Background: an optimization exercise with open tools, aiming at small area and a short achievable clock period. Do not read the settings as production practice.
Where RTL was checked, it was by simulation tests only, not by an equivalence proof against the original.
Function not checked in runs 2 and 3: the RTL went through the layout flow alone.
No activity file was given, so power comes from the tool's default toggle rates.

==> design/flow/config.mk <==
export PLATFORM = sky130hd
export DESIGN_NAME = executeStage
export DESIGN_NICKNAME = executeStage
export VERILOG_FILES = /design/flow/design.v
export SDC_FILE = /design/flow/constraint.sdc
export NUM_CORES = 4
export LEC_CHECK = 0
export CAP_MARGIN = 20
export CORE_MARGIN = 2
export CORE_UTILIZATION = 40
export SLEW_MARGIN = 20
==> design/flow/constraint.sdc <==
create_clock -name core_clock -period 7.2 [get_ports {clk_i}]
set_input_delay 1.4400 -clock core_clock [delete_from_list [all_inputs] [get_ports {clk_i}]]
set_output_delay 1.4400 -clock core_clock [all_outputs]
set_load 0.01 [all_outputs]
==> design/flow/design.v <==
package y86Pkg;
    localparam int WORD_W = 64;                              
    localparam logic [3:0] REG_NONE = 4'hF;                  
    localparam logic [WORD_W-1:0] STACK_STEP = 64'd8;        
    localparam int ZF_BIT = 2;
    localparam int SF_BIT = 1;
    localparam int OF_BIT = 0;
    localparam logic [2:0] CC_RESET = 3'b100;                
    typedef enum logic [3:0] {
        HALT   = 4'h0,
        NOP    = 4'h1,
        CMOVXX = 4'h2,                                       
        IRMOVQ = 4'h3,
        RMMOVQ = 4'h4,
        MRMOVQ = 4'h5,
        OPQ    = 4'h6,
        JXX    = 4'h7,
        CALL   = 4'h8,
        RET    = 4'h9,
        PUSHQ  = 4'hA,
        POPQ   = 4'hB
    } icodeE;
    typedef enum logic [3:0] {
        ADD = 4'h0,
        SUB = 4'h1,
        AND = 4'h2,
        XOR = 4'h3
    } aluFunE;
    typedef enum logic [3:0] {
        YES = 4'h0,
        LE  = 4'h1,
        L   = 4'h2,
        E   = 4'h3,
        NE  = 4'h4,
        GE  = 4'h5,
        G   = 4'h6
    } condE;
    typedef enum logic [2:0] {
        BUBBLE = 3'd0,
        OK     = 3'd1,
        STALL  = 3'd4
    } statE;
endpackage
`timescale 1ns/1ps
module executeRegister (
    input  logic                         clk_i,
    input  logic                         rst_n_i,
    input  logic                         stall_i,
    input  logic                         bubble_i,
    input  logic [3:0]                   icode_i,
    input  logic [3:0]                   ifun_i,
    input  logic [2:0]                   stat_i,
    input  logic [y86Pkg::WORD_W-1:0]    valA_i,
    input  logic [y86Pkg::WORD_W-1:0]    valB_i,
    input  logic [y86Pkg::WORD_W-1:0]    valC_i,
    input  logic [3:0]                   dstE_i,
    input  logic [3:0]                   dstM_i,
    output logic                         bubble_o,
    output logic [3:0]                   icode_o,
    output logic [2:0]                   cfun_o,      
    output logic                         setCc_o,
    output logic [2:0]                   stat_o,
    output logic [y86Pkg::WORD_W-1:0]    valA_o,
    output logic [y86Pkg::WORD_W-1:1]    opX_o,
    output logic [y86Pkg::WORD_W-1:1]    opY_o,
    output logic                         sum0_o,      
    output logic                         carry1_o,    
    output logic                         noCarry_o,
    output logic [3:0]                   dstE_o,
    output logic [3:0]                   dstM_o
);
    localparam int W = y86Pkg::WORD_W;
    logic kill;
    logic load;
    assign kill = !rst_n_i || bubble_i;
    assign load = !rst_n_i || !stall_i;
    logic isOpq, isCmov, isIrmov, isMem, isPush, isPop, isJxx;
    assign isOpq   = (icode_i == y86Pkg::OPQ);
    assign isCmov  = (icode_i == y86Pkg::CMOVXX);
    assign isIrmov = (icode_i == y86Pkg::IRMOVQ);
    assign isMem   = (icode_i == y86Pkg::RMMOVQ) || (icode_i == y86Pkg::MRMOVQ);
    assign isPush  = (icode_i == y86Pkg::CALL)   || (icode_i == y86Pkg::PUSHQ);
    assign isPop   = (icode_i == y86Pkg::RET)    || (icode_i == y86Pkg::POPQ);
    assign isJxx   = (icode_i == y86Pkg::JXX);
    logic opAdd, opSub, opAnd, opXor;
    assign opAdd = isOpq && (ifun_i == 4'h0);
    assign opSub = isOpq && (ifun_i == 4'h1);
    assign opAnd = isOpq && (ifun_i == 4'h2);
    assign opXor = isOpq && (ifun_i == 4'h3);
    logic xB;
    assign xB = opAdd || opSub || opAnd || opXor || isMem || isPush || isPop;
    logic yA, yNA, yNAB, yC, yM8, yP8;
    assign yA   = opAdd || opXor || isCmov;
    assign yNA  = opSub;
    assign yNAB = opAnd;
    assign yC   = isIrmov || isMem;
    assign yM8  = isPush;
    assign yP8  = isPop;
    logic [W-1:0] xNext, yNext;
    assign xNext = {W{xB}} & valB_i;
    assign yNext = ({W{yA}}   & valA_i)
                 | ({W{yNA}}  & ~valA_i)
                 | ({W{yNAB}} & (~valA_i & valB_i))
                 | ({W{yC}}   & valC_i)
                 | ({W{yM8}}  & (-y86Pkg::STACK_STEP))
                 | ({W{yP8}}  & y86Pkg::STACK_STEP);
    logic sum0Next, carry1Next;
    assign sum0Next   = xNext[0] ^ (yNA ? valA_i[0] : yNext[0]);
    assign carry1Next = yNA ? (valB_i[0] | ~valA_i[0]) : (xNext[0] & yNext[0]);
    logic [2:0] cfunNext;
    assign cfunNext = ((isJxx || isCmov) && (ifun_i < 4'd7)) ? ifun_i[2:0] : 3'd7;
    always_ff @(posedge clk_i) begin
        if (load) begin
            bubble_o <= kill;
            setCc_o  <= !kill && isOpq;
            icode_o  <= icode_i;
            stat_o   <= stat_i;
            dstE_o   <= dstE_i;
            dstM_o   <= dstM_i;
            valA_o   <= valA_i;
            cfun_o   <= cfunNext;
            opX_o    <= xNext[W-1:1];
            opY_o    <= yNext[W-1:1];
            sum0_o   <= sum0Next;
            carry1_o <= carry1Next;
            noCarry_o <= opAnd || opXor;
        end
    end
endmodule
`timescale 1ns/1ps
module aluUnit (
    input  logic [y86Pkg::WORD_W-1:1]    opX_i,
    input  logic [y86Pkg::WORD_W-1:1]    opY_i,
    input  logic                         sum0_i,
    input  logic                         carry1_i,
    input  logic                         noCarry_i,
    output logic [y86Pkg::WORD_W-1:0]    valE_o
);
    logic [63:1] gen;
    logic [63:1] prop;
    logic [63:1] carry;
    assign gen  = opX_i & opY_i;
    assign prop = opX_i ^ opY_i;
    logic gn1, pn1;
    logic gn2, pn2;
    logic gn3, pn3;
    logic gn4, pn4;
    logic gn5, pn5;
    logic gn6, pn6;
    logic gn7, pn7;
    logic gn8, pn8;
    logic gn9, pn9;
    logic gn10, pn10;
    logic gn11, pn11;
    logic gn12, pn12;
    logic gn13, pn13;
    logic gn14, pn14;
    logic gn15, pn15;
    logic gn16, pn16;
    logic gn17, pn17;
    logic gn18, pn18;
    logic gn19, pn19;
    logic gn20, pn20;
    logic gn21, pn21;
    logic gn22, pn22;
    logic gn23, pn23;
    logic gn24, pn24;
    logic gn25, pn25;
    logic gn26, pn26;
    logic gn27, pn27;
    logic gn28, pn28;
    logic gn29, pn29;
    logic gn30, pn30;
    logic gn31, pn31;
    logic gn32, pn32;
    logic gn33, pn33;
    logic gn34, pn34;
    logic gn35, pn35;
    logic gn36, pn36;
    logic gn37, pn37;
    logic gn38, pn38;
    logic gn39, pn39;
    logic gn40, pn40;
    logic gn41, pn41;
    logic gn42, pn42;
    logic gn43, pn43;
    logic gn44, pn44;
    logic gn45, pn45;
    logic gn46, pn46;
    logic gn47, pn47;
    logic gn48, pn48;
    logic gn49, pn49;
    logic gn50, pn50;
    logic gn51, pn51;
    logic gn52, pn52;
    logic gn53, pn53;
    logic gn54, pn54;
    logic gn55, pn55;
    logic gn56, pn56;
    logic gn57, pn57;
    logic gn58, pn58;
    logic gn59, pn59;
    logic gn60, pn60;
    logic gn61, pn61;
    logic gn62, pn62;
    logic gn63, pn63;
    logic gn64, pn64;
    logic gn65, pn65;
    logic gn66, pn66;
    logic gn67, pn67;
    logic gn68, pn68;
    logic gn69, pn69;
    logic gn70, pn70;
    logic gn71, pn71;
    logic gn72, pn72;
    logic gn73, pn73;
    logic gn74, pn74;
    logic gn75, pn75;
    logic gn76, pn76;
    logic gn77, pn77;
    logic gn78, pn78;
    logic gn79, pn79;
    logic gn80, pn80;
    logic gn81, pn81;
    logic gn82, pn82;
    logic gn83, pn83;
    logic gn84, pn84;
    logic gn85, pn85;
    logic gn86, pn86;
    logic gn87, pn87;
    logic gn88, pn88;
    logic gn89, pn89;
    logic gn90, pn90;
    logic gn91, pn91;
    logic gn92, pn92;
    logic gn93, pn93;
    logic gn94, pn94;
    logic gn95, pn95;
    logic gn96, pn96;
    logic gn97, pn97;
    logic gn98, pn98;
    logic gn99, pn99;
    logic gn100, pn100;
    logic gn101, pn101;
    logic gn102, pn102;
    logic gn103, pn103;
    logic gn104, pn104;
    logic gn105, pn105;
    logic gn106, pn106;
    logic gn107, pn107;
    logic gn108, pn108;
    logic gn109, pn109;
    logic gn110, pn110;
    logic gn111, pn111;
    logic gn112, pn112;
    logic gn113, pn113;
    logic gn114, pn114;
    logic gn115, pn115;
    logic gn116, pn116;
    logic gn117, pn117;
    logic gn118, pn118;
    logic gn119, pn119;
    logic gn120, pn120;
    logic gn121, pn121;
    logic gn122, pn122;
    logic gn123, pn123;
    logic gn124, pn124;
    logic gn125, pn125;
    logic gn126, pn126;
    logic gn127, pn127;
    logic gn128, pn128;
    logic gn129, pn129;
    logic gn130, pn130;
    logic gn131, pn131;
    logic gn132, pn132;
    logic gn133, pn133;
    logic gn134, pn134;
    logic gn135, pn135;
    logic gn136, pn136;
    logic gn137, pn137;
    logic gn138, pn138;
    logic gn139, pn139;
    logic gn140, pn140;
    logic gn141, pn141;
    logic gn142, pn142;
    logic gn143, pn143;
    logic gn144, pn144;
    logic gn145, pn145;
    logic gn146, pn146;
    logic gn147, pn147;
    logic gn148, pn148;
    logic gn149, pn149;
    logic gn150, pn150;
    logic gn151, pn151;
    logic gn152, pn152;
    logic gn153, pn153;
    logic gn154, pn154;
    logic gn155, pn155;
    logic gn156, pn156;
    logic gn157, pn157;
    logic gn158, pn158;
    logic gn159, pn159;
    logic gn160, pn160;
    logic gn161, pn161;
    logic gn162, pn162;
    logic gn163, pn163;
    logic gn164, pn164;
    logic gn165, pn165;
    logic gn166, pn166;
    logic gn167, pn167;
    logic gn168, pn168;
    logic gn169, pn169;
    logic gn170, pn170;
    logic gn171, pn171;
    logic gn172, pn172;
    logic gn173, pn173;
    logic gn174, pn174;
    logic gn175, pn175;
    logic gn176, pn176;
    logic gn177, pn177;
    logic gn178, pn178;
    logic gn179, pn179;
    logic gn180, pn180;
    logic gn181, pn181;
    logic gn182, pn182;
    logic gn183, pn183;
    logic gn184, pn184;
    logic gn185, pn185;
    logic gn186, pn186;
    logic gn187, pn187;
    logic gn188, pn188;
    logic gn189, pn189;
    logic gn190, pn190;
    logic gn191, pn191;
    logic gn192, pn192;
    assign gn1 = gen[1] | (prop[1] & carry1_i);
    assign gn2 = gen[3] | (prop[3] & gen[2]);
    assign pn2 = prop[3] & prop[2];
    assign gn3 = gen[5] | (prop[5] & gen[4]);
    assign pn3 = prop[5] & prop[4];
    assign gn4 = gen[7] | (prop[7] & gen[6]);
    assign pn4 = prop[7] & prop[6];
    assign gn5 = gen[9] | (prop[9] & gen[8]);
    assign pn5 = prop[9] & prop[8];
    assign gn6 = gen[11] | (prop[11] & gen[10]);
    assign pn6 = prop[11] & prop[10];
    assign gn7 = gen[13] | (prop[13] & gen[12]);
    assign pn7 = prop[13] & prop[12];
    assign gn8 = gen[15] | (prop[15] & gen[14]);
    assign pn8 = prop[15] & prop[14];
    assign gn9 = gen[17] | (prop[17] & gen[16]);
    assign pn9 = prop[17] & prop[16];
    assign gn10 = gen[19] | (prop[19] & gen[18]);
    assign pn10 = prop[19] & prop[18];
    assign gn11 = gen[21] | (prop[21] & gen[20]);
    assign pn11 = prop[21] & prop[20];
    assign gn12 = gen[23] | (prop[23] & gen[22]);
    assign pn12 = prop[23] & prop[22];
    assign gn13 = gen[25] | (prop[25] & gen[24]);
    assign pn13 = prop[25] & prop[24];
    assign gn14 = gen[27] | (prop[27] & gen[26]);
    assign pn14 = prop[27] & prop[26];
    assign gn15 = gen[29] | (prop[29] & gen[28]);
    assign pn15 = prop[29] & prop[28];
    assign gn16 = gen[31] | (prop[31] & gen[30]);
    assign pn16 = prop[31] & prop[30];
    assign gn17 = gen[33] | (prop[33] & gen[32]);
    assign pn17 = prop[33] & prop[32];
    assign gn18 = gen[35] | (prop[35] & gen[34]);
    assign pn18 = prop[35] & prop[34];
    assign gn19 = gen[37] | (prop[37] & gen[36]);
    assign pn19 = prop[37] & prop[36];
    assign gn20 = gen[39] | (prop[39] & gen[38]);
    assign pn20 = prop[39] & prop[38];
    assign gn21 = gen[41] | (prop[41] & gen[40]);
    assign pn21 = prop[41] & prop[40];
    assign gn22 = gen[43] | (prop[43] & gen[42]);
    assign pn22 = prop[43] & prop[42];
    assign gn23 = gen[45] | (prop[45] & gen[44]);
    assign pn23 = prop[45] & prop[44];
    assign gn24 = gen[47] | (prop[47] & gen[46]);
    assign pn24 = prop[47] & prop[46];
    assign gn25 = gen[49] | (prop[49] & gen[48]);
    assign pn25 = prop[49] & prop[48];
    assign gn26 = gen[51] | (prop[51] & gen[50]);
    assign pn26 = prop[51] & prop[50];
    assign gn27 = gen[53] | (prop[53] & gen[52]);
    assign pn27 = prop[53] & prop[52];
    assign gn28 = gen[55] | (prop[55] & gen[54]);
    assign pn28 = prop[55] & prop[54];
    assign gn29 = gen[57] | (prop[57] & gen[56]);
    assign pn29 = prop[57] & prop[56];
    assign gn30 = gen[59] | (prop[59] & gen[58]);
    assign pn30 = prop[59] & prop[58];
    assign gn31 = gen[61] | (prop[61] & gen[60]);
    assign pn31 = prop[61] & prop[60];
    assign gn32 = gen[63] | (prop[63] & gen[62]);
    assign pn32 = prop[63] & prop[62];
    assign gn33 = gen[2] | (prop[2] & gn1);
    assign gn34 = gn2 | (pn2 & gn1);
    assign gn35 = gen[6] | (prop[6] & gn3);
    assign pn35 = prop[6] & pn3;
    assign gn36 = gn4 | (pn4 & gn3);
    assign pn36 = pn4 & pn3;
    assign gn37 = gen[10] | (prop[10] & gn5);
    assign pn37 = prop[10] & pn5;
    assign gn38 = gn6 | (pn6 & gn5);
    assign pn38 = pn6 & pn5;
    assign gn39 = gen[14] | (prop[14] & gn7);
    assign pn39 = prop[14] & pn7;
    assign gn40 = gn8 | (pn8 & gn7);
    assign pn40 = pn8 & pn7;
    assign gn41 = gen[18] | (prop[18] & gn9);
    assign pn41 = prop[18] & pn9;
    assign gn42 = gn10 | (pn10 & gn9);
    assign pn42 = pn10 & pn9;
    assign gn43 = gen[22] | (prop[22] & gn11);
    assign pn43 = prop[22] & pn11;
    assign gn44 = gn12 | (pn12 & gn11);
    assign pn44 = pn12 & pn11;
    assign gn45 = gen[26] | (prop[26] & gn13);
    assign pn45 = prop[26] & pn13;
    assign gn46 = gn14 | (pn14 & gn13);
    assign pn46 = pn14 & pn13;
    assign gn47 = gen[30] | (prop[30] & gn15);
    assign pn47 = prop[30] & pn15;
    assign gn48 = gn16 | (pn16 & gn15);
    assign pn48 = pn16 & pn15;
    assign gn49 = gen[34] | (prop[34] & gn17);
    assign pn49 = prop[34] & pn17;
    assign gn50 = gn18 | (pn18 & gn17);
    assign pn50 = pn18 & pn17;
    assign gn51 = gen[38] | (prop[38] & gn19);
    assign pn51 = prop[38] & pn19;
    assign gn52 = gn20 | (pn20 & gn19);
    assign pn52 = pn20 & pn19;
    assign gn53 = gen[42] | (prop[42] & gn21);
    assign pn53 = prop[42] & pn21;
    assign gn54 = gn22 | (pn22 & gn21);
    assign pn54 = pn22 & pn21;
    assign gn55 = gen[46] | (prop[46] & gn23);
    assign pn55 = prop[46] & pn23;
    assign gn56 = gn24 | (pn24 & gn23);
    assign pn56 = pn24 & pn23;
    assign gn57 = gen[50] | (prop[50] & gn25);
    assign pn57 = prop[50] & pn25;
    assign gn58 = gn26 | (pn26 & gn25);
    assign pn58 = pn26 & pn25;
    assign gn59 = gen[54] | (prop[54] & gn27);
    assign pn59 = prop[54] & pn27;
    assign gn60 = gn28 | (pn28 & gn27);
    assign pn60 = pn28 & pn27;
    assign gn61 = gen[58] | (prop[58] & gn29);
    assign pn61 = prop[58] & pn29;
    assign gn62 = gn30 | (pn30 & gn29);
    assign pn62 = pn30 & pn29;
    assign gn63 = gen[62] | (prop[62] & gn31);
    assign pn63 = prop[62] & pn31;
    assign gn64 = gn32 | (pn32 & gn31);
    assign pn64 = pn32 & pn31;
    assign gn65 = gen[4] | (prop[4] & gn34);
    assign gn66 = gn3 | (pn3 & gn34);
    assign gn67 = gn35 | (pn35 & gn34);
    assign gn68 = gn36 | (pn36 & gn34);
    assign gn69 = gen[12] | (prop[12] & gn38);
    assign pn69 = prop[12] & pn38;
    assign gn70 = gn7 | (pn7 & gn38);
    assign pn70 = pn7 & pn38;
    assign gn71 = gn39 | (pn39 & gn38);
    assign pn71 = pn39 & pn38;
    assign gn72 = gn40 | (pn40 & gn38);
    assign pn72 = pn40 & pn38;
    assign gn73 = gen[20] | (prop[20] & gn42);
    assign pn73 = prop[20] & pn42;
    assign gn74 = gn11 | (pn11 & gn42);
    assign pn74 = pn11 & pn42;
    assign gn75 = gn43 | (pn43 & gn42);
    assign pn75 = pn43 & pn42;
    assign gn76 = gn44 | (pn44 & gn42);
    assign pn76 = pn44 & pn42;
    assign gn77 = gen[28] | (prop[28] & gn46);
    assign pn77 = prop[28] & pn46;
    assign gn78 = gn15 | (pn15 & gn46);
    assign pn78 = pn15 & pn46;
    assign gn79 = gn47 | (pn47 & gn46);
    assign pn79 = pn47 & pn46;
    assign gn80 = gn48 | (pn48 & gn46);
    assign pn80 = pn48 & pn46;
    assign gn81 = gen[36] | (prop[36] & gn50);
    assign pn81 = prop[36] & pn50;
    assign gn82 = gn19 | (pn19 & gn50);
    assign pn82 = pn19 & pn50;
    assign gn83 = gn51 | (pn51 & gn50);
    assign pn83 = pn51 & pn50;
    assign gn84 = gn52 | (pn52 & gn50);
    assign pn84 = pn52 & pn50;
    assign gn85 = gen[44] | (prop[44] & gn54);
    assign pn85 = prop[44] & pn54;
    assign gn86 = gn23 | (pn23 & gn54);
    assign pn86 = pn23 & pn54;
    assign gn87 = gn55 | (pn55 & gn54);
    assign pn87 = pn55 & pn54;
    assign gn88 = gn56 | (pn56 & gn54);
    assign pn88 = pn56 & pn54;
    assign gn89 = gen[52] | (prop[52] & gn58);
    assign pn89 = prop[52] & pn58;
    assign gn90 = gn27 | (pn27 & gn58);
    assign pn90 = pn27 & pn58;
    assign gn91 = gn59 | (pn59 & gn58);
    assign pn91 = pn59 & pn58;
    assign gn92 = gn60 | (pn60 & gn58);
    assign pn92 = pn60 & pn58;
    assign gn93 = gen[60] | (prop[60] & gn62);
    assign pn93 = prop[60] & pn62;
    assign gn94 = gn31 | (pn31 & gn62);
    assign pn94 = pn31 & pn62;
    assign gn95 = gn63 | (pn63 & gn62);
    assign pn95 = pn63 & pn62;
    assign gn96 = gn64 | (pn64 & gn62);
    assign pn96 = pn64 & pn62;
    assign gn97 = gen[8] | (prop[8] & gn68);
    assign gn98 = gn5 | (pn5 & gn68);
    assign gn99 = gn37 | (pn37 & gn68);
    assign gn100 = gn38 | (pn38 & gn68);
    assign gn101 = gn69 | (pn69 & gn68);
    assign gn102 = gn70 | (pn70 & gn68);
    assign gn103 = gn71 | (pn71 & gn68);
    assign gn104 = gn72 | (pn72 & gn68);
    assign gn105 = gen[24] | (prop[24] & gn76);
    assign pn105 = prop[24] & pn76;
    assign gn106 = gn13 | (pn13 & gn76);
    assign pn106 = pn13 & pn76;
    assign gn107 = gn45 | (pn45 & gn76);
    assign pn107 = pn45 & pn76;
    assign gn108 = gn46 | (pn46 & gn76);
    assign pn108 = pn46 & pn76;
    assign gn109 = gn77 | (pn77 & gn76);
    assign pn109 = pn77 & pn76;
    assign gn110 = gn78 | (pn78 & gn76);
    assign pn110 = pn78 & pn76;
    assign gn111 = gn79 | (pn79 & gn76);
    assign pn111 = pn79 & pn76;
    assign gn112 = gn80 | (pn80 & gn76);
    assign pn112 = pn80 & pn76;
    assign gn113 = gen[40] | (prop[40] & gn84);
    assign pn113 = prop[40] & pn84;
    assign gn114 = gn21 | (pn21 & gn84);
    assign pn114 = pn21 & pn84;
    assign gn115 = gn53 | (pn53 & gn84);
    assign pn115 = pn53 & pn84;
    assign gn116 = gn54 | (pn54 & gn84);
    assign pn116 = pn54 & pn84;
    assign gn117 = gn85 | (pn85 & gn84);
    assign pn117 = pn85 & pn84;
    assign gn118 = gn86 | (pn86 & gn84);
    assign pn118 = pn86 & pn84;
    assign gn119 = gn87 | (pn87 & gn84);
    assign pn119 = pn87 & pn84;
    assign gn120 = gn88 | (pn88 & gn84);
    assign pn120 = pn88 & pn84;
    assign gn121 = gen[56] | (prop[56] & gn92);
    assign pn121 = prop[56] & pn92;
    assign gn122 = gn29 | (pn29 & gn92);
    assign pn122 = pn29 & pn92;
    assign gn123 = gn61 | (pn61 & gn92);
    assign pn123 = pn61 & pn92;
    assign gn124 = gn62 | (pn62 & gn92);
    assign pn124 = pn62 & pn92;
    assign gn125 = gn93 | (pn93 & gn92);
    assign pn125 = pn93 & pn92;
    assign gn126 = gn94 | (pn94 & gn92);
    assign pn126 = pn94 & pn92;
    assign gn127 = gn95 | (pn95 & gn92);
    assign pn127 = pn95 & pn92;
    assign gn128 = gn96 | (pn96 & gn92);
    assign pn128 = pn96 & pn92;
    assign gn129 = gen[16] | (prop[16] & gn104);
    assign gn130 = gn9 | (pn9 & gn104);
    assign gn131 = gn41 | (pn41 & gn104);
    assign gn132 = gn42 | (pn42 & gn104);
    assign gn133 = gn73 | (pn73 & gn104);
    assign gn134 = gn74 | (pn74 & gn104);
    assign gn135 = gn75 | (pn75 & gn104);
    assign gn136 = gn76 | (pn76 & gn104);
    assign gn137 = gn105 | (pn105 & gn104);
    assign gn138 = gn106 | (pn106 & gn104);
    assign gn139 = gn107 | (pn107 & gn104);
    assign gn140 = gn108 | (pn108 & gn104);
    assign gn141 = gn109 | (pn109 & gn104);
    assign gn142 = gn110 | (pn110 & gn104);
    assign gn143 = gn111 | (pn111 & gn104);
    assign gn144 = gn112 | (pn112 & gn104);
    assign gn145 = gen[48] | (prop[48] & gn120);
    assign pn145 = prop[48] & pn120;
    assign gn146 = gn25 | (pn25 & gn120);
    assign pn146 = pn25 & pn120;
    assign gn147 = gn57 | (pn57 & gn120);
    assign pn147 = pn57 & pn120;
    assign gn148 = gn58 | (pn58 & gn120);
    assign pn148 = pn58 & pn120;
    assign gn149 = gn89 | (pn89 & gn120);
    assign pn149 = pn89 & pn120;
    assign gn150 = gn90 | (pn90 & gn120);
    assign pn150 = pn90 & pn120;
    assign gn151 = gn91 | (pn91 & gn120);
    assign pn151 = pn91 & pn120;
    assign gn152 = gn92 | (pn92 & gn120);
    assign pn152 = pn92 & pn120;
    assign gn153 = gn121 | (pn121 & gn120);
    assign pn153 = pn121 & pn120;
    assign gn154 = gn122 | (pn122 & gn120);
    assign pn154 = pn122 & pn120;
    assign gn155 = gn123 | (pn123 & gn120);
    assign pn155 = pn123 & pn120;
    assign gn156 = gn124 | (pn124 & gn120);
    assign pn156 = pn124 & pn120;
    assign gn157 = gn125 | (pn125 & gn120);
    assign pn157 = pn125 & pn120;
    assign gn158 = gn126 | (pn126 & gn120);
    assign pn158 = pn126 & pn120;
    assign gn159 = gn127 | (pn127 & gn120);
    assign pn159 = pn127 & pn120;
    assign gn160 = gn128 | (pn128 & gn120);
    assign pn160 = pn128 & pn120;
    assign gn161 = gen[32] | (prop[32] & gn144);
    assign gn162 = gn17 | (pn17 & gn144);
    assign gn163 = gn49 | (pn49 & gn144);
    assign gn164 = gn50 | (pn50 & gn144);
    assign gn165 = gn81 | (pn81 & gn144);
    assign gn166 = gn82 | (pn82 & gn144);
    assign gn167 = gn83 | (pn83 & gn144);
    assign gn168 = gn84 | (pn84 & gn144);
    assign gn169 = gn113 | (pn113 & gn144);
    assign gn170 = gn114 | (pn114 & gn144);
    assign gn171 = gn115 | (pn115 & gn144);
    assign gn172 = gn116 | (pn116 & gn144);
    assign gn173 = gn117 | (pn117 & gn144);
    assign gn174 = gn118 | (pn118 & gn144);
    assign gn175 = gn119 | (pn119 & gn144);
    assign gn176 = gn120 | (pn120 & gn144);
    assign gn177 = gn145 | (pn145 & gn144);
    assign gn178 = gn146 | (pn146 & gn144);
    assign gn179 = gn147 | (pn147 & gn144);
    assign gn180 = gn148 | (pn148 & gn144);
    assign gn181 = gn149 | (pn149 & gn144);
    assign gn182 = gn150 | (pn150 & gn144);
    assign gn183 = gn151 | (pn151 & gn144);
    assign gn184 = gn152 | (pn152 & gn144);
    assign gn185 = gn153 | (pn153 & gn144);
    assign gn186 = gn154 | (pn154 & gn144);
    assign gn187 = gn155 | (pn155 & gn144);
    assign gn188 = gn156 | (pn156 & gn144);
    assign gn189 = gn157 | (pn157 & gn144);
    assign gn190 = gn158 | (pn158 & gn144);
    assign gn191 = gn159 | (pn159 & gn144);
    assign gn192 = gn160 | (pn160 & gn144);
    assign carry = {gn191, gn190, gn189, gn188, gn187, gn186, gn185, gn184, gn183, gn182, gn181, gn180, gn179, gn178, gn177, gn176, gn175, gn174, gn173, gn172, gn171, gn170, gn169, gn168, gn167, gn166, gn165, gn164, gn163, gn162, gn161, gn144, gn143, gn142, gn141, gn140, gn139, gn138, gn137, gn136, gn135, gn134, gn133, gn132, gn131, gn130, gn129, gn104, gn103, gn102, gn101, gn100, gn99, gn98, gn97, gn68, gn67, gn66, gn65, gn34, gn33, gn1, carry1_i};
    assign valE_o = {prop ^ (carry & {63{!noCarry_i}}), sum0_i};
endmodule
`timescale 1ns/1ps
module condUnit (
    input  logic                         clk_i,
    input  logic                         rst_n_i,
    input  logic                         stall_i,
    input  logic                         setCc_i,      
    input  logic                         xSign_i,      
    input  logic                         ySign_i,      
    input  logic                         noCarry_i,    
    input  logic [y86Pkg::WORD_W-1:0]    mValE_i,      
    input  logic [2:0]                   cfun_i,
    output logic                         cnd_o
);
    localparam int MSB = y86Pkg::WORD_W - 1;
    logic [2:0] ccSaved;
    logic       fromM;         
    logic       mSignSame;     
    logic       mXSign;        
    logic [2:0] cc;
    logic       zf;
    logic       sf;
    logic       of;
    assign zf = fromM ? (mValE_i == '0) : ccSaved[y86Pkg::ZF_BIT];
    assign sf = fromM ? mValE_i[MSB]    : ccSaved[y86Pkg::SF_BIT];
    assign of = fromM ? (mSignSame && (mValE_i[MSB] != mXSign)) : ccSaved[y86Pkg::OF_BIT];
    always_comb begin
        cc = '0;
        cc[y86Pkg::ZF_BIT] = zf;
        cc[y86Pkg::SF_BIT] = sf;
        cc[y86Pkg::OF_BIT] = of;
    end
    always_ff @(posedge clk_i) begin
        if (!rst_n_i) begin
            ccSaved <= y86Pkg::CC_RESET;
            fromM   <= 1'b0;
        end else begin
            ccSaved <= cc;
            fromM   <= setCc_i && !stall_i;
        end
    end
    always_ff @(posedge clk_i) begin
        mSignSame <= (xSign_i == ySign_i) && !noCarry_i;
        mXSign    <= xSign_i;
    end
    always_comb begin
        case (cfun_i)
            3'd0:    cnd_o = 1'b1;
            3'd1:    cnd_o = (sf ^ of) | zf;
            3'd2:    cnd_o = sf ^ of;
            3'd3:    cnd_o = zf;
            3'd4:    cnd_o = !zf;
            3'd5:    cnd_o = !(sf ^ of);
            3'd6:    cnd_o = !(sf ^ of) && !zf;
            default: cnd_o = 1'b0;
        endcase
    end
endmodule
`timescale 1ns/1ps
module memoryRegister (
    input  logic                         clk_i,
    input  logic                         rst_n_i,
    input  logic                         stall_i,
    input  logic                         bubble_i,    
    input  logic [3:0]                   icode_i,
    input  logic [2:0]                   stat_i,
    input  logic [y86Pkg::WORD_W-1:0]    valE_i,
    input  logic [y86Pkg::WORD_W-1:0]    valA_i,
    input  logic [3:0]                   dstE_i,
    input  logic [3:0]                   dstM_i,
    input  logic                         cnd_i,
    output logic [3:0]                   icode_o,
    output logic [2:0]                   stat_o,
    output logic [y86Pkg::WORD_W-1:0]    valE_o,
    output logic [y86Pkg::WORD_W-1:0]    valA_o,
    output logic [3:0]                   dstE_o,
    output logic [3:0]                   dstM_o,
    output logic                         cnd_o
);
    logic [3:0] dstESel;
    assign dstESel = (icode_i == y86Pkg::CMOVXX && !cnd_i) ? y86Pkg::REG_NONE : dstE_i;
    always_ff @(posedge clk_i) begin
        if (!rst_n_i || stall_i || bubble_i) begin       
            icode_o <= y86Pkg::NOP;
            stat_o  <= y86Pkg::BUBBLE;
            valE_o  <= '0;
            valA_o  <= '0;
            dstE_o  <= y86Pkg::REG_NONE;
            dstM_o  <= y86Pkg::REG_NONE;
            cnd_o   <= 1'b0;
        end else begin
            icode_o <= icode_i;
            stat_o  <= stat_i;
            valE_o  <= valE_i;
            valA_o  <= valA_i;
            dstE_o  <= dstESel;
            dstM_o  <= dstM_i;
            cnd_o   <= cnd_i;
        end
    end
endmodule
`timescale 1ns/1ps
module executeStage (
    input  logic                         clk_i,
    input  logic                         rst_n_i,
    input  logic                         stall_i,
    input  logic                         bubble_i,
    input  logic [3:0]                   icode_i,
    input  logic [3:0]                   ifun_i,
    input  logic [2:0]                   stat_i,
    input  logic [y86Pkg::WORD_W-1:0]    valA_i,
    input  logic [y86Pkg::WORD_W-1:0]    valB_i,
    input  logic [y86Pkg::WORD_W-1:0]    valC_i,
    input  logic [3:0]                   dstE_i,
    input  logic [3:0]                   dstM_i,
    input  logic [3:0]                   srcA_i,      
    input  logic [3:0]                   srcB_i,
    output logic [3:0]                   icode_o,
    output logic [2:0]                   stat_o,
    output logic [y86Pkg::WORD_W-1:0]    valE_o,
    output logic [y86Pkg::WORD_W-1:0]    valA_o,
    output logic [3:0]                   dstE_o,
    output logic [3:0]                   dstM_o,
    output logic                         cnd_o
);
    logic                      eBubble;
    logic [3:0]                eIcode;
    logic [2:0]                eCfun;
    logic                      eSetCc;
    logic [2:0]                eStat;
    logic [y86Pkg::WORD_W-1:0] eValA;
    logic [y86Pkg::WORD_W-1:1] eOpX;
    logic [y86Pkg::WORD_W-1:1] eOpY;
    logic                      eSum0;
    logic                      eCarry1;
    logic                      eNoCarry;
    logic [3:0]                eDstE;
    logic [3:0]                eDstM;
    logic [y86Pkg::WORD_W-1:0] aluValE;
    logic                      eCnd;
    executeRegister u_executeRegister (
        .clk_i   (clk_i),   .rst_n_i (rst_n_i), .stall_i (stall_i), .bubble_i (bubble_i),
        .icode_i (icode_i), .ifun_i  (ifun_i),  .stat_i  (stat_i),
        .valA_i  (valA_i),  .valB_i  (valB_i),  .valC_i  (valC_i),
        .dstE_i  (dstE_i),  .dstM_i  (dstM_i),
        .bubble_o (eBubble),
        .icode_o (eIcode),  .cfun_o  (eCfun),   .setCc_o (eSetCc), .stat_o (eStat),
        .valA_o  (eValA),   .opX_o   (eOpX),    .opY_o   (eOpY),   .sum0_o (eSum0), .carry1_o (eCarry1),
        .noCarry_o (eNoCarry),
        .dstE_o  (eDstE),   .dstM_o  (eDstM)
    );
    aluUnit u_aluUnit (
        .opX_i  (eOpX),    .opY_i   (eOpY),    .sum0_i (eSum0), .carry1_i (eCarry1), .noCarry_i (eNoCarry),
        .valE_o (aluValE)
    );
    condUnit u_condUnit (
        .clk_i   (clk_i),  .rst_n_i (rst_n_i), .stall_i (stall_i),
        .setCc_i (eSetCc), .xSign_i (eOpX[y86Pkg::WORD_W-1]), .ySign_i (eOpY[y86Pkg::WORD_W-1]),
        .noCarry_i (eNoCarry),
        .mValE_i (valE_o), .cfun_i (eCfun), .cnd_o (eCnd)
    );
    memoryRegister u_memoryRegister (
        .clk_i   (clk_i),   .rst_n_i (rst_n_i), .stall_i (stall_i), .bubble_i (eBubble),
        .icode_i (eIcode),  .stat_i  (eStat),   .valE_i  (aluValE), .valA_i (eValA),
        .dstE_i  (eDstE),   .dstM_i  (eDstM),   .cnd_i   (eCnd),
        .icode_o (icode_o), .stat_o  (stat_o),  .valE_o  (valE_o),  .valA_o (valA_o),
        .dstE_o  (dstE_o),  .dstM_o  (dstM_o),  .cnd_o   (cnd_o)
    );
endmodule
==> design/flow/flow/run.sh <==
#!/bin/bash
set -euo pipefail
export BUFFER_PORTS_ARGS="-buffer_cell sky130_fd_sc_hd__buf_1"
export CTS_BUF_LIST="sky130_fd_sc_hd__clkbuf_4 sky130_fd_sc_hd__clkbuf_8"
export CTS_CLUSTER_SIZE=16
export CTS_CLUSTER_DIAMETER=100
export SETUP_SLACK_MARGIN=4.2
bash standard.sh finish > make_finish.log 2>&1
==> design/flow/standard.sh <==
#!/bin/bash
# synth_recipe.tcl (not shown) runs the flow's synth.tcl, then flattens the netlist and writes it again
# the make line also repeats each setting of config.mk as NAME=value (left out here)
make -C /OpenROAD-flow-scripts/flow DESIGN_CONFIG=/design/flow/config.mk WORK_HOME=/design/flow/orfs CLKGATE_MAP_FILE= SYNTH_SCRIPT=/design/flow/synth_recipe.tcl "${@:-finish}"
==> impl_table.tex, run 1 <==
\begin{tabular}{lr}
\hline
Metric & Value \\
\hline
\multicolumn{2}{l}{\textbf{Die}} \\
\quad Height of the chip & 202.2 um \\
\quad Number of core rows & 72 \\
\quad Area of the core region & approximately 39000 um\^{}2 \\
\quad Boundary Pins & 367 \\
\quad Die area & 40870 um\^{}2 \\
\quad Starting utilization of the core area & 40.55\% \\
\quad Overall die width & $\sim$200 um \\
\multicolumn{2}{l}{\textbf{Synth}} \\
\quad Gate count after technology mapping & 1330 \\
\quad Seq/Total Area, Yosys & 59.83\% \\
\quad Post-synth cell types & 84 \\
\quad Avg Inst Size Synth & 11.81 um\^{}2 \\
\quad Synth Net Count & 1615 \\
\quad Number of register bits inferred by synthesis & 363 \\
\quad Count of synthesis-stage warnings from yosys & 3 \\
\quad Most used flip-flop cell after synthesis & sky130\_fd\_sc\_hd\_\_edfxtp\_1 \\
\quad Async set-reset flop share out of synthesis & 0\% \\
\quad Number of enable flip-flop cells after synthesis & $\sim$210 \\
\quad Synthesized area & 15710 um\^{}2 \\
\multicolumn{2}{l}{\textbf{STA}} \\
\quad Remaining max-slew budget at the tightest pin & 34.12\% \\
\quad Worst Skew & 28.86 ps \\
\quad Post-route minimum period & 2927 ps \\
\quad Final Slew Violations & 0 \\
\quad \# setup viols final & 0 \\
\quad Hold Violations, Final & 0 \\
\quad Slew at the pin closest to its max-slew limit & 988.2 ps \\
\quad Maximum achievable frequency & 341.7 MHz \\
\quad Final TNS setup & 0 ps \\
\quad Unrepaired setup endpoints after global routing & yes \\
\quad Portion of the clock cycle consumed by the worst path in the final layout & 40.65\% \\
\multicolumn{2}{l}{\textbf{Route}} \\
\quad Post-detailed-route DRC marker count & 0 \\
\quad Post-detailed-route count of antenna-violating nets & 0 \\
\quad Initial DRC count & $\sim$810 \\
\quad Router iterations before antenna repair & 5 \\
\quad Number of vias in the routed layout & 11900 \\
\quad Via-per-instance ratio & approximately 5.4 \\
\quad Routed wire per std cell & 19.56 um \\
\quad Final Routed Wirelength & about 43000 um \\
\multicolumn{2}{l}{\textbf{Pwr}} \\
\quad Largest vdd supply drop & 0.2089 mV \\
\quad Total power density per cell area & 232.1 nW/um\^{}2 \\
\quad Pleak & $\sim$6.6 nW \\
\quad PnR Total Power & 0.004305 W \\
\multicolumn{2}{l}{\textbf{Outcome}} \\
\quad Result of the run & complete, no violations \\
\multicolumn{2}{l}{\textbf{Layout}} \\
\quad Storage cell area & 9399 um\^{}2 \\
\quad Most common library cell in the layout ignoring fill and taps & sky130\_fd\_sc\_hd\_\_buf\_1 \\
\quad Area growth, synth to finish & 18.10\% \\
\quad Multi-input gate area in the final layout & 6198 um\^{}2 \\
\quad Antenna fix cells & 0 \\
\quad Leading cell types in the layout, fill and taps excluded & sky130\_fd\_sc\_hd\_\_buf\_1, sky130\_fd\_sc\_hd\_\_edfxtp\_1, sky130\_fd\_sc\_hd\_\_dfxtp\_1 \\
\quad Number of fill cells & about 3600 \\
\quad Proportion of layout cells with a drive suffix above 1 & approximately 7.8\% \\
\quad \# nets final & 1970 \\
\multicolumn{2}{l}{\textbf{Clocking}} \\
\quad Total clock sinks & around 360 \\
\quad Total of hold buffers inserted after clock tree synthesis & 0 \\
\quad Number of clock buffers inserted by TritonCTS & 26 \\
\quad H-tree lvl count & 1 \\
\quad Clock tree from TritonCTS & done \\
\quad Worst-Skew Late Latency & 630 ps \\
\quad Clk slew on worst S/H paths & 100 ps \\
\quad Clock Root Buffer & sky130\_fd\_sc\_hd\_\_clkbuf\_8 \\
\quad Clock Tree Buf Depth & 3 \\
\multicolumn{2}{l}{\textbf{Place}} \\
\quad Final HPWL DP & roughly 29000 um \\
\quad Count of input and output buffers & 358 \\
\quad Last weighted congestion value of the routability-driven placer & 0.8229 \\
\multicolumn{2}{l}{\textbf{Worst setup path}} \\
\quad Critical path buffer and inverter count & 0 \\
\quad Setup slack, reg-to-reg & 4270 ps \\
\quad Critical path's slowest cell & sky130\_fd\_sc\_hd\_\_or4b\_1 \\
\quad Max FO, Critical Path & 5 \\
\quad Sequence of cells on the critical path & ha\_1 > a21oi\_1 > o21ai\_0 > a32oi\_2 > o2111ai\_4 > a21o\_2 > a41oi\_2 > or4b\_1 > nand3\_1 \\
\quad Critical Path Max Stage Delay & 510 ps \\
\quad FF-to-FF Start & u\_executeRegister.opY\_o[17] \\
\quad Worst Setup Path Type & reg -> reg \\
\quad Data arrival time of the worst path & 3480 ps \\
\quad Kind of end point of the critical path & flip-flop \\
\quad Type of element launching the critical path & flip-flop \\
\quad Top delay family on crit path & compound AO/OA/AOI/OAI gates \\
\quad Required time of the critical path & roughly 7800 ps \\
\quad Worst reg2reg path depth & 9 \\
\quad Crit path depth & 9 \\
\quad End of the worst register-to-register path & u\_memoryRegister.valE\_o[45] \\
\multicolumn{2}{l}{\textbf{Min path}} \\
\quad Hold path startpoint & u\_executeRegister.opX\_o[63] \\
\quad Hold WC Path Type & reg -> reg \\
\quad Worst Hold End & u\_condUnit.mXSign \\
\quad Worst Hold Depth & 0 \\
\multicolumn{2}{l}{\textbf{Global route}} \\
\quad Remaining global-route overflow & 0 \\
\quad Overall fraction of global-route tracks in use & between 20\% and 30\% \\
\quad Vias in the first global route & 11290 \\
\quad Initial antenna violation count & 4 \\
\quad Pin count of the biggest net entering global routing & 113 \\
\quad Global-route wire length before repair & between 60000 and 70000 um \\
\multicolumn{2}{l}{\textbf{Flow run}} \\
\quad Max Cap Violations & 0 \\
\hline
\end{tabular}
-- power breakdown --
group / switching (W) / internal (W)
Sequential: 0.0000581 / 0.00237
Clock: 0.000653 / 0.000442
Combinational: 0.000467 / 0.000318
Total: 0.00118 / 0.00313
-- timing repair --
item	CTS	global route
endpoints found under the setup margin	99	52
pin swaps	4	8
buffers inserted	7	12
gates resized for setup	18	26
endpoints found under the hold margin	0	0
cloned	3	0
-- cell usage after synthesis (3+ instances only) --
cell type	count	area [um^2]
sky130_fd_sc_hd__o21ai_0	85	425.4
sky130_fd_sc_hd__edfxtp_1	213	6396
sky130_fd_sc_hd__o211ai_1	4	30.03
sky130_fd_sc_hd__nor4_1	16	100.1
sky130_fd_sc_hd__a32o_1	3	30.03
sky130_fd_sc_hd__or2_2	4	25.02
sky130_fd_sc_hd__a211oi_1	6	45.04
sky130_fd_sc_hd__inv_1	28	105.1
sky130_fd_sc_hd__o21a_1	4	30.03
sky130_fd_sc_hd__a31oi_1	8	50.05
sky130_fd_sc_hd__o22ai_1	4	25.02
sky130_fd_sc_hd__xor2_1	17	148.9
sky130_fd_sc_hd__a311oi_1	3	26.28
sky130_fd_sc_hd__and3b_1	3	26.28
sky130_fd_sc_hd__nand2b_1	13	81.33
sky130_fd_sc_hd__nor3_1	7	35.03
sky130_fd_sc_hd__nand3_1	19	95.09
sky130_fd_sc_hd__o32ai_1	7	61.31
sky130_fd_sc_hd__and4_1	6	52.55
sky130_fd_sc_hd__a21o_1	11	82.58
sky130_fd_sc_hd__nand4_1	10	62.56
sky130_fd_sc_hd__mux2i_1	7	70.07
sky130_fd_sc_hd__and2_1	79	494.2
sky130_fd_sc_hd__o2bb2ai_1	4	35.03
sky130_fd_sc_hd__or3_1	8	50.05
sky130_fd_sc_hd__nand3b_1	3	22.52
sky130_fd_sc_hd__a22oi_1	8	60.06
sky130_fd_sc_hd__a221oi_1	62	543.0
sky130_fd_sc_hd__nor3b_1	3	22.52
sky130_fd_sc_hd__o31ai_1	3	22.52
sky130_fd_sc_hd__ha_1	62	775.7
sky130_fd_sc_hd__and3_1	10	62.56
sky130_fd_sc_hd__xnor2_1	37	324.1
sky130_fd_sc_hd__a21oi_1	105	525.5
sky130_fd_sc_hd__dfxtp_1	150	3003
sky130_fd_sc_hd__clkbuf_1	55	206.5
sky130_fd_sc_hd__a21boi_0	6	45.04
sky130_fd_sc_hd__nor2_1	80	300.3
sky130_fd_sc_hd__buf_1	8	30.03
sky130_fd_sc_hd__nand2_1	49	183.9
sky130_fd_sc_hd__nor2b_1	70	437.9
-- metal layers --
layer / vias to the layer above / wire length, um / GRT usage, %
met5: - / 13 / 0
met4: 2 / 802 / 4.171
met3: 58 / 3191 / 4.482
met2: 385 / 20190 / 33.17
met1: 5786 / 19260 / 27.89
li1: 5667 / - / -
-- cell families (layout without fill, tap and decap cells) --
group	Yosys count	in the layout	synth area share [%]
AND/OR/NAND/NOR	394	397	13.90
flip-flops	363	363	59.83
AO/OA/AOI/OAI	355	355	15.50
buffers and inverters	94	464	2.310
adder cells (fa/ha/maj)	63	63	5.002
XOR/XNOR	54	54	3.011
multiplexers	7	7	0.4461
-- how the worst max path moves through the flow --
stage	start	slack, ps	endpoint
after floorplan	icode_i[2]	4170	u_executeRegister.sum0_o
after global placement	icode_i[2]	2690	u_executeRegister.opY_o[63]
after detailed placement	icode_i[2]	2640	u_executeRegister.opY_o[63]
after CTS	icode_i[3]	4200	u_executeRegister.opY_o[63]
after global routing	u_executeRegister.opY_o[42]	4170	u_memoryRegister.valE_o[56]
final	u_executeRegister.opY_o[17]	4270	u_memoryRegister.valE_o[45]
-- stage by stage --
| step | utilization (%) | instances | hold WS [ps] | setup slack (ps) | area [um^2] |
|---|---|---|---|---|---|
| 5_1_grt | 47.89 | 2221 | 416.6 | 4170 | 18550 |
| 4_1_cts | 47.29 | 2209 | 410.0 | 4201 | 18320 |
| 2_1_floorplan | - | 1330 | 367.4 | 4168 | 15740 |
| 3_5_place_dp | 45.53 | 2153 | 384.9 | 2645 | 17640 |
| 3_3_place_gp | 45.53 | 2153 | 374.4 | 2693 | 17640 |
| 6_report | 47.89 | 2221 | 402.2 | 4273 | 18550 |
-- cell type report --
cell class | instances | area share [%]
sequential | 363 | 50.66
inverter | 28 | 0.5665
timing repair buffer | 390 | 9.098
clock inverter | 1 | 0.03372
tap | 518 | 3.494
clock buffer | 45 | 2.732
multi-input combinational | 876 | 33.41
-- sequential cells by signal, summed over array words and instances (netlist names), 4 cells and up --
signal and count:
u_memoryRegister.valE_o 64, u_memoryRegister.icode_o 4, u_executeRegister.dstM_o 4, u_memoryRegister.dstE_o 4
u_executeRegister.icode_o 4, u_executeRegister.opY_o 63, u_memoryRegister.dstM_o 4, u_executeRegister.opX_o 63
u_executeRegister.valA_o 64, u_executeRegister.dstE_o 4, u_memoryRegister.valA_o 64
==> inputs of run 2 (changes only) <==
--- a/design/flow/design.v
+++ b/design/flow/design.v
@@ -68,2 +68,3 @@
     output logic                         noCarry_o,
+    output logic                         zeroE_o,     
     output logic [3:0]                   dstE_o,
@@ -90,3 +91,5 @@
     logic xB;
-    assign xB = opAdd || opSub || opAnd || opXor || isMem || isPush || isPop;
+    assign xB = isOpq || isMem || isPush || isPop;
+    logic opNone;
+    assign opNone = isOpq && (ifun_i[3:2] != 2'b00);
     logic yA, yNA, yNAB, yC, yM8, yP8;
@@ -125,3 +128,4 @@
             carry1_o <= carry1Next;
-            noCarry_o <= opAnd || opXor;
+            noCarry_o <= opAnd || opXor || opNone;
+            zeroE_o   <= opNone;
         end
@@ -722,2 +726,3 @@
     input  logic                         bubble_i,    
+    input  logic                         zeroE_i,     
     input  logic [3:0]                   icode_i,
@@ -751,3 +756,3 @@
             stat_o  <= stat_i;
-            valE_o  <= valE_i;
+            valE_o  <= zeroE_i ? '0 : valE_i;
             valA_o  <= valA_i;
@@ -794,2 +799,3 @@
     logic                      eNoCarry;
+    logic                      eZeroE;
     logic [3:0]                eDstE;
@@ -806,3 +812,3 @@
         .valA_o  (eValA),   .opX_o   (eOpX),    .opY_o   (eOpY),   .sum0_o (eSum0), .carry1_o (eCarry1),
-        .noCarry_o (eNoCarry),
+        .noCarry_o (eNoCarry), .zeroE_o (eZeroE),
         .dstE_o  (eDstE),   .dstM_o  (eDstM)
@@ -821,2 +827,3 @@
         .clk_i   (clk_i),   .rst_n_i (rst_n_i), .stall_i (stall_i), .bubble_i (eBubble),
+        .zeroE_i (eZeroE),
         .icode_i (eIcode),  .stat_i  (eStat),   .valE_i  (aluValE), .valA_i (eValA),
==> design/flow/flow/run.sh (replaced) <==
#!/bin/bash
set -euo pipefail
export BUFFER_PORTS_ARGS="-buffer_cell sky130_fd_sc_hd__buf_1"
export CTS_BUF_LIST="sky130_fd_sc_hd__clkbuf_8 sky130_fd_sc_hd__clkbuf_16"
export CTS_CLUSTER_SIZE=24
export CTS_CLUSTER_DIAMETER=100
export SETUP_SLACK_MARGIN=4.2
bash standard.sh finish > make_finish.log 2>&1
==> run 2 against run 1 <==
Still clean on timing, DRC and antenna. Sequential power is essentially flat. Final cell count shrank 2.4%. Routed wire length increased by 4.0%. Sequential cell count up 1. Synthesized area decreased by 2.5%. Sequential share of layout area grew 0.28 points. Count of clock-buffer cells in the layout is 25 lower. Critical endpoint is now u_executeRegister.opY_o[23]. Highest routed layer is now met4.
==> impl_table.tex, run 2 <==
\begin{tabular}{lr}
\hline
Metric & Value \\
\hline
\multicolumn{2}{l}{\textbf{Outcome}} \\
\quad Result of the run & complete, no violations \\
\multicolumn{2}{l}{\textbf{Layout}} \\
\quad \# nets final & 1930 \\
\quad Antenna fix cells & 0 \\
\quad Post-layout instance count excluding filler cells & 2168 \\
\quad Largest registers in the final layout & u\_executeRegister.valA\_o: 64 flops, u\_memoryRegister.valA\_o: 64 flops, u\_memoryRegister.valE\_o: 64 flops \\
\quad Area growth, synth to finish & 20.79\% \\
\quad Leading cell types in the layout, fill and taps excluded & sky130\_fd\_sc\_hd\_\_buf\_1, sky130\_fd\_sc\_hd\_\_edfxtp\_1, sky130\_fd\_sc\_hd\_\_dfxtp\_1 \\
\quad Most common library cell in the layout ignoring fill and taps & sky130\_fd\_sc\_hd\_\_buf\_1 \\
\quad Proportion of layout cells with a drive suffix above 1 & 8.087\% \\
\quad Final core utilization & 49.14\% \\
\multicolumn{2}{l}{\textbf{Worst setup path}} \\
\quad Worst Setup Path Type & in -> reg \\
\quad Data arrival time of the worst path & 3360 ps \\
\quad Critical Path Max Stage Delay & 310 ps \\
\quad Type of element launching the critical path & input port \\
\quad Cell mode on critical path & sky130\_fd\_sc\_hd\_\_buf\_4 \\
\quad Required time of the critical path & 7530 ps \\
\quad Worst reg2reg path depth & 11 \\
\quad Critical path's slowest cell & sky130\_fd\_sc\_hd\_\_o21ai\_0 \\
\quad Kind of end point of the critical path & flip-flop \\
\quad Sequence of cells on the critical path & buf\_2 > nand2b\_1 > nor2\_4 > nand3\_4 > nor3b\_4 > buf\_4 > buf\_12 > buf\_4 > a21oi\_1 > o21ai\_0 \\
\quad Max FO, Critical Path & 8 \\
\multicolumn{2}{l}{\textbf{Global route}} \\
\quad Overall fraction of global-route tracks in use & 21.41\% \\
\quad Vias in the first global route & 10930 \\
\quad Pin count of the biggest net entering global routing & 123 \\
\quad Initial antenna violation count & 0 \\
\quad Global-route wire length before repair & 64710 um \\
\quad Remaining global-route overflow & 0 \\
\multicolumn{2}{l}{\textbf{Pwr}} \\
\quad Largest vdd supply drop & roughly 0.17 mV \\
\quad Net switching share of the total power & 27.08\% \\
\quad Logic pwr share & between 10\% and 20\% \\
\quad Relative contribution of the clock network to total power & a little over a quarter \\
\quad Int Power & 0.003172 W \\
\quad Part of the power in registers & 55.8\% \\
\quad Switching power summed over all nets & 0.001178 W \\
\quad PnR Total Power & between 0.004 and 0.005 W \\
\quad Pleak & $\sim$6.7 nW \\
\quad Total power density per cell area & 235.0 nW/um\^{}2 \\
\multicolumn{2}{l}{\textbf{Synth}} \\
\quad Post-synth cell types & 61 \\
\quad Count of synthesis-stage warnings from yosys & 3 \\
\quad Synthesized area & 15320 um\^{}2 \\
\quad Synth cell count leaders & sky130\_fd\_sc\_hd\_\_edfxtp\_1, sky130\_fd\_sc\_hd\_\_dfxtp\_1, sky130\_fd\_sc\_hd\_\_a21oi\_1 \\
\quad Avg Inst Size Synth & 11.91 um\^{}2 \\
\quad Async set-reset flop share out of synthesis & 0\% \\
\quad Cell taking the most area after synthesis & sky130\_fd\_sc\_hd\_\_edfxtp\_1 \\
\quad Number of enable flip-flop cells after synthesis & $\sim$210 \\
\quad Most common cell in the netlist & sky130\_fd\_sc\_hd\_\_edfxtp\_1 \\
\quad Synth Net Count & 1572 \\
\quad Gate count after technology mapping & 1287 \\
\quad Number of register bits inferred by synthesis & 364 \\
\quad Seq/Total Area, Yosys & 61.54\% \\
\quad Main area contributors after synthesis & sky130\_fd\_sc\_hd\_\_edfxtp\_1, sky130\_fd\_sc\_hd\_\_dfxtp\_1, sky130\_fd\_sc\_hd\_\_ha\_1 \\
\quad Most used flip-flop cell after synthesis & sky130\_fd\_sc\_hd\_\_edfxtp\_1 \\
\quad Area share of the largest cell type after synthesis & 41.94\% \\
\multicolumn{2}{l}{\textbf{Place}} \\
\quad Number of placed cells counting well taps & 2104 \\
\quad Final HPWL DP & 28510 um \\
\quad Last weighted congestion value of the routability-driven placer & between 0.8 and 0.9 \\
\quad Count of input and output buffers & 358 \\
\multicolumn{2}{l}{\textbf{Clocking}} \\
\quad Clock tree from TritonCTS & done \\
\quad Clock Root Buffer & sky130\_fd\_sc\_hd\_\_clkbuf\_16 \\
\quad Clk slew on worst S/H paths & 100 ps \\
\quad Number of clock buffers inserted by TritonCTS & 19 \\
\quad Total clock sinks & 364 \\
\quad Clock Tree Buf Depth & 3 \\
\quad Total of hold buffers inserted after clock tree synthesis & 0 \\
\quad H-tree lvl count & 1 \\
\quad Worst-Skew Late Latency & 550 ps \\
\multicolumn{2}{l}{\textbf{Flow run}} \\
\quad Max Cap Violations & 0 \\
\multicolumn{2}{l}{\textbf{Route}} \\
\quad Routed wire per std cell & 20.84 um \\
\quad Post-detailed-route count of antenna-violating nets & 0 \\
\quad Router iterations before antenna repair & 5 \\
\quad Initial DRC count & approximately 660 \\
\quad Via-per-instance ratio & 5.306 \\
\quad Post-detailed-route DRC marker count & 0 \\
\quad Final Routed Wirelength & 45180 um \\
\quad Number of vias in the routed layout & 11500 \\
\multicolumn{2}{l}{\textbf{Die}} \\
\quad Boundary Pins & 367 \\
\quad Area of the core region & 37670 um\^{}2 \\
\quad Overall die width & 199.7 um \\
\quad Starting utilization of the core area & 40.68\% \\
\quad Die area & 39890 um\^{}2 \\
\quad Height of the chip & 199.7 um \\
\quad Number of core rows & 71 \\
\multicolumn{2}{l}{\textbf{STA}} \\
\quad Maximum achievable frequency & about 330 MHz \\
\quad Final Slew Violations & 0 \\
\quad Post-route minimum period & between 3000 and 4000 ps \\
\quad Hold Violations, Final & 0 \\
\quad Unrepaired setup endpoints after global routing & yes \\
\quad Slew at the pin closest to its max-slew limit & 1052 ps \\
\quad Worst Skew & 31.41 ps \\
\quad Final TNS setup & 0 ps \\
\quad Portion of the clock cycle consumed by the worst path in the final layout & 42.00\% \\
\quad Hold\_ws & 405.7 ps \\
\quad Remaining max-slew budget at the tightest pin & 29.85\% \\
\quad \# setup viols final & 0 \\
\multicolumn{2}{l}{\textbf{Min path}} \\
\quad Worst Hold Depth & 0 \\
\quad Hold WC Path Type & reg -> reg \\
\hline
\end{tabular}
==> run 2: cell count changes after synthesis, moves of 6 or more <==
cell and delta:
sky130_fd_sc_hd__xor2_1 +18, sky130_fd_sc_hd__inv_1 -12, sky130_fd_sc_hd__nand2_1 -19, sky130_fd_sc_hd__a21oi_1 +11, sky130_fd_sc_hd__xnor2_1 -12, sky130_fd_sc_hd__a22oi_1 +7, sky130_fd_sc_hd__nand3_1 -6, sky130_fd_sc_hd__nor2_1 +8
sky130_fd_sc_hd__o32ai_1 -6
==> run 2: power groups by stage <==
| stage | logic (W) | clock network (W) | registers, W |
|---|---|---|---|
| 4_1_cts | 0.000735 | 0.00122 | 0.00243 |
| 6_report | 0.000753 | 0.00117 | 0.00243 |
| 3_5_place_dp | 0.000694 | 0 | 0.00247 |
| 5_1_grt | 0.000840 | 0.00128 | 0.00244 |
| 3_3_place_gp | 0.000685 | 0 | 0.00247 |
| 2_1_floorplan | 0.000463 | 0 | 0.00247 |
==> run 2: stage by stage <==
step	setup slack (ps)	area [um^2]
3_5_place_dp	2899	17250
6_report	4176	18510
4_1_cts	4201	18190
2_1_floorplan	4241	15350
5_1_grt	4074	18510
3_3_place_gp	2959	17250
==> run 2: repair_timing <==
| action | in CTS | in global routing |
|---|---|---|
| gates cloned | 5 | 2 |
| setup buffers | 14 | 10 |
| endpoints found under the hold margin | 0 | 0 |
| gates resized for setup | 42 | 36 |
| endpoints found under the setup margin | 168 | 63 |
| pin swaps | 16 | 10 |
==> run 2: routing by layer <==
metal / global-route usage, % / up-vias / routed length (um)
met1: 29.57 / 5538 / 20060
met2: 34.19 / 413 / 20500
met5: 0 / - / 0
met4: 6.639 / 0 / 1285
li1: - / 5490 / -
met3: 3.983 / 62 / 3323
==> run 2: critical path: cells and delay by family <==
kind / cells / cell delay, ps
compound gates: 2 / 370
buf+inv: 4 / 670
simple gates: 4 / 860
==> run 2: cell families (layout without fill, tap and decap cells) <==
group / Yosys count / after routing / share of synthesized area [%]
adder cells (fa/ha/maj): 63 / 63 / 5.128
flip-flops: 364 / 364 / 61.54
AO/OA/AOI/OAI: 355 / 357 / 14.83
buffers and inverters: 80 / 446 / 1.960
XOR/XNOR: 60 / 60 / 3.430
multiplexers: 3 / 3 / 0.1960
AND/OR/NAND/NOR: 362 / 364 / 12.92
==> run 2: worst paths after layout <==
| path | startpoint | endpoint | slack, ps |
|---|---|---|---|
| setup reg to reg | u_executeRegister.opY_o[25] | u_memoryRegister.valE_o[58] | 4260 |
| hold / removal | u_executeRegister.opX_o[63] | u_condUnit.mXSign | 410 |
| hold reg to reg | u_executeRegister.opX_o[63] | u_condUnit.mXSign | 410 |
| setup / recovery | icode_i[3] | u_executeRegister.opY_o[23] | 4180 |
==> run 2: cell type report <==
type                    count  area (um^2)
repair buffers            397         1810
flip-flops and latches    364         9429
clock buffers              20        489.2
fillers                  3527        19160
multi-input cells         847         6012
well taps                 511        639.4
inverters                  16        63.81
clock inverters            13        63.81
==> inputs of run 3 (changes only) <==
--- a/design/flow/flow/run.sh
+++ b/design/flow/flow/run.sh
@@ -7,2 +7,3 @@
 export SETUP_SLACK_MARGIN=4.2
+export TNS_END_PERCENT=5
 bash standard.sh finish > make_finish.log 2>&1
==> run 3 against run 2 <==
Global-route usage down 0.57 points. Final cell count shrank 0.46%. Still clean on timing, DRC and antenna. Worst hold slack gained 11 ps. Sequential cell count did not move. Routed wire length fell by 4.2%. Largest cell class unchanged. Clock power hardly changed. Critical path type unchanged.
==> impl_table.tex, run 3 <==
\begin{tabular}{lr}
\hline
Metric & Value \\
\hline
\multicolumn{2}{l}{\textbf{STA}} \\
\quad Post-route minimum period & 3106 ps \\
\quad Remaining max-slew budget at the tightest pin & 28.44\% \\
\quad Portion of the clock cycle consumed by the worst path in the final layout & 43.14\% \\
\quad Slew at the pin closest to its max-slew limit & 1073 ps \\
\quad Worst Skew & 27.52 ps \\
\quad Hold Violations, Final & 0 \\
\quad Unrepaired setup endpoints after global routing & yes \\
\quad Final TNS setup & 0 ps \\
\quad Final Slew Violations & 0 \\
\quad Hold\_ws & roughly 420 ps \\
\multicolumn{2}{l}{\textbf{Layout}} \\
\quad \# nets final & 1921 \\
\quad Final core utilization & about half \\
\quad Leading cell types in the layout, fill and taps excluded & sky130\_fd\_sc\_hd\_\_buf\_1, sky130\_fd\_sc\_hd\_\_edfxtp\_1, sky130\_fd\_sc\_hd\_\_dfxtp\_1 \\
\quad Multi-input gate area in the final layout & 5968 um\^{}2 \\
\quad Area growth, synth to finish & 19.51\% \\
\quad Final instance area & around 18000 um\^{}2 \\
\quad Largest registers in the final layout & u\_executeRegister.valA\_o: 64 flops, u\_memoryRegister.valA\_o: 64 flops, u\_memoryRegister.valE\_o: 64 flops \\
\multicolumn{2}{l}{\textbf{Die}} \\
\quad Boundary Pins & 367 \\
\quad Overall die width & 199.7 um \\
\quad Height of the chip & between 150 and 200 um \\
\quad Number of core rows & 71 \\
\quad Area of the core region & 37670 um\^{}2 \\
\quad Die area & approximately 40000 um\^{}2 \\
\multicolumn{2}{l}{\textbf{Synth}} \\
\quad Synth Net Count & 1572 \\
\quad Async set-reset flop share out of synthesis & 0\% \\
\quad Number of register bits inferred by synthesis & 364 \\
\quad Synth cell count leaders & sky130\_fd\_sc\_hd\_\_edfxtp\_1, sky130\_fd\_sc\_hd\_\_dfxtp\_1, sky130\_fd\_sc\_hd\_\_a21oi\_1 \\
\quad Most used flip-flop cell after synthesis & sky130\_fd\_sc\_hd\_\_edfxtp\_1 \\
\quad Main area contributors after synthesis & sky130\_fd\_sc\_hd\_\_edfxtp\_1, sky130\_fd\_sc\_hd\_\_dfxtp\_1, sky130\_fd\_sc\_hd\_\_ha\_1 \\
\multicolumn{2}{l}{\textbf{Clocking}} \\
\quad Clk slew on worst S/H paths & 100 ps \\
\quad Number of clock buffers inserted by TritonCTS & 19 \\
\quad Clock tree from TritonCTS & done \\
\quad Clock Root Buffer & sky130\_fd\_sc\_hd\_\_clkbuf\_16 \\
\multicolumn{2}{l}{\textbf{Route}} \\
\quad Number of vias in the routed layout & 11390 \\
\quad Metal3 WL & between 2000 and 3000 um \\
\quad Final Routed Wirelength & about 43000 um \\
\quad Detail Route met2 WL & around 20000 um \\
\quad Router iterations before antenna repair & 5 \\
\quad Post-detailed-route count of antenna-violating nets & 0 \\
\quad Via-per-instance ratio & 5.278 \\
\quad Post-detailed-route DRC marker count & 0 \\
\quad Routed met1 length & 19710 um \\
\quad Initial DRC count & 623 \\
\multicolumn{2}{l}{\textbf{Place}} \\
\quad Final HPWL DP & 28710 um \\
\quad Area after DPL & 17250 um\^{}2 \\
\multicolumn{2}{l}{\textbf{Worst setup path}} \\
\quad Worst reg2reg path depth & 9 \\
\quad Data arrival time of the worst path & 3430 ps \\
\quad Worst Setup SP & icode\_i[3] \\
\quad Worst Setup Path Type & in -> reg \\
\quad Critical path buffer and inverter count & 3 \\
\quad FF-to-FF Start & u\_memoryRegister.valE\_o[20] \\
\quad Kind of end point of the critical path & flip-flop \\
\quad Required time of the critical path & 7530 ps \\
\quad Setup slack, reg-to-reg & about 4200 ps \\
\quad Critical Path Max Stage Delay & 360 ps \\
\quad Critical path's slowest cell & sky130\_fd\_sc\_hd\_\_nor3b\_4 \\
\quad Top delay family on crit path & simple AND/OR/NAND/NOR gates \\
\multicolumn{2}{l}{\textbf{Outcome}} \\
\quad Result of the run & complete, no violations \\
\multicolumn{2}{l}{\textbf{Pwr}} \\
\quad Largest vdd supply drop & 0.1591 mV \\
\quad Int Power & 0.003166 W \\
\quad Total power density per cell area & 237.2 nW/um\^{}2 \\
\quad Pleak & 6.581 nW \\
\quad Part of the power in registers & $\sim$56\% \\
\quad Switching power summed over all nets & approximately 0.0012 W \\
\quad Relative contribution of the clock network to total power & 26.9\% \\
\multicolumn{2}{l}{\textbf{Global route}} \\
\quad Remaining global-route overflow & 0 \\
\quad Initial antenna violation count & 0 \\
\quad Overall fraction of global-route tracks in use & about a fifth \\
\multicolumn{2}{l}{\textbf{Min path}} \\
\quad Hold path startpoint & u\_executeRegister.valA\_o[50] \\
\quad Worst Hold End & u\_memoryRegister.valA\_o[50] \\
\multicolumn{2}{l}{\textbf{Flow run}} \\
\quad Max Cap Violations & 0 \\
\hline
\end{tabular}
run 3: worst reg2reg max path, stage by stage (launching register included):
cell,delay [ps]
sky130_fd_sc_hd__dfxtp_1,340
sky130_fd_sc_hd__nor4_1,360
sky130_fd_sc_hd__nand4_1,270
sky130_fd_sc_hd__or4_1,650
sky130_fd_sc_hd__o2bb2ai_1,250
sky130_fd_sc_hd__inv_1,100
sky130_fd_sc_hd__a311oi_2,310
sky130_fd_sc_hd__and2_1,190
sky130_fd_sc_hd__o21ai_1,120
sky130_fd_sc_hd__or2_2,300
run 3: worst max-delay path by stage:
stage,end,slack [ps],cells past startpoint
finish,u_executeRegister.opY_o[23],4090,9
global route,u_executeRegister.sum0_o,4080,10
global placement,u_executeRegister.sum0_o,2980,9
CTS,u_memoryRegister.dstE_o[0],4140,9
detailed placement,u_executeRegister.sum0_o,2920,9
floorplan,u_executeRegister.opY_o[25],4160,8
run 3: through the flow:
step	std cells	worst slack (ps)
2_1_floorplan	1287	4164
3_3_place_gp	2105	2983
3_5_place_dp	2105	2923
4_1_cts	2146	4135
5_1_grt	2158	4081
6_report	2158	4094
run 3: cells by family (layout without fill, tap and decap cells):
group	count (synthesis)	in the layout	share of synthesized area (%)
DFF	364	364	61.54
muxes	3	3	0.1960
and+or+nand+nor	362	364	12.92
AOI/OAI and AO/OA	355	357	14.83
buffers and inverters	80	436	1.960
adders and majority gates	63	63	5.128
xor gates and xnor gates	60	60	3.430
run 3: what timing repair did:
item                                    CTS  global route
gates cloned                              4             1
buffers inserted                          5            11
hold buffers                              0             0
pin swaps                                 6            11
hold endpoints to repair                  0             0
endpoints found under the setup margin  167            92
resized for setup                        39            26
run 3: power groups by stage:
| stage | registers (W) | clock network [W] | logic [W] |
|---|---|---|---|
| global placement | 0.00247 | 0 | 0.000688 |
| detailed placement | 0.00247 | 0 | 0.000696 |
| finish | 0.00243 | 0.00117 | 0.000751 |
| CTS | 0.00243 | 0.00121 | 0.000721 |
| global route | 0.00244 | 0.00128 | 0.000836 |
| floorplan | 0.00247 | 0 | 0.000463 |
run 3: area by class of cell:
| class | count | share of cell area, % |
|---|---|---|
| Clock buffer | 19 | 2.597 |
| Clock inverter | 13 | 0.3553 |
| Inverter | 16 | 0.3485 |
| Multi-Input combinational cell | 847 | 32.59 |
| Sequential cell | 364 | 51.49 |
| Tap cell | 511 | 3.492 |
| Timing Repair Buffer | 388 | 9.122 |
run 3: routing by layer:
metal  vias to the layer above  GRT usage, %
li1                       5467             -
met1                      5513         28.60
met2                       343         33.72
met3                        67         3.966
met4                         0         5.871
met5                         -             0

-- separate check: timing with driven ports --
The flow's constraints put no driver on any port. The routed layouts listed below were extracted and timed again, unchanged, in two steps. Step 1, drivers: a clkbuf_16 drives clk_i and a buf_2 each remaining input, both assumed. Step 2 also shifts input and output timing later by t, the mid clock arrival at the registers, as if the neighbouring blocks saw the same clock. Slacks: ideal / step 1 / step 2; pairs: ideal / step 1.
| run | shift t [ns] | setup slack, ns | worst setup path at the end | worst data-port slew with drivers (ns) |
|---|---|---|---|---|
| run 1 | 0.662 | 4.273 / 4.273 / 3.660 | input to register | 0.07 |
| run 2 | 0.587 | 4.176 / 4.210 / 3.624 | input to register | 0.07 |
| run 3 | 0.575 | 4.094 / 4.126 / 3.551 | input to register | 0.06 |
After both steps every run listed still meets setup and hold. The setup slack of run 1, which loses most, moves by 0.000 ns with the drivers and by -0.613 ns with both steps.
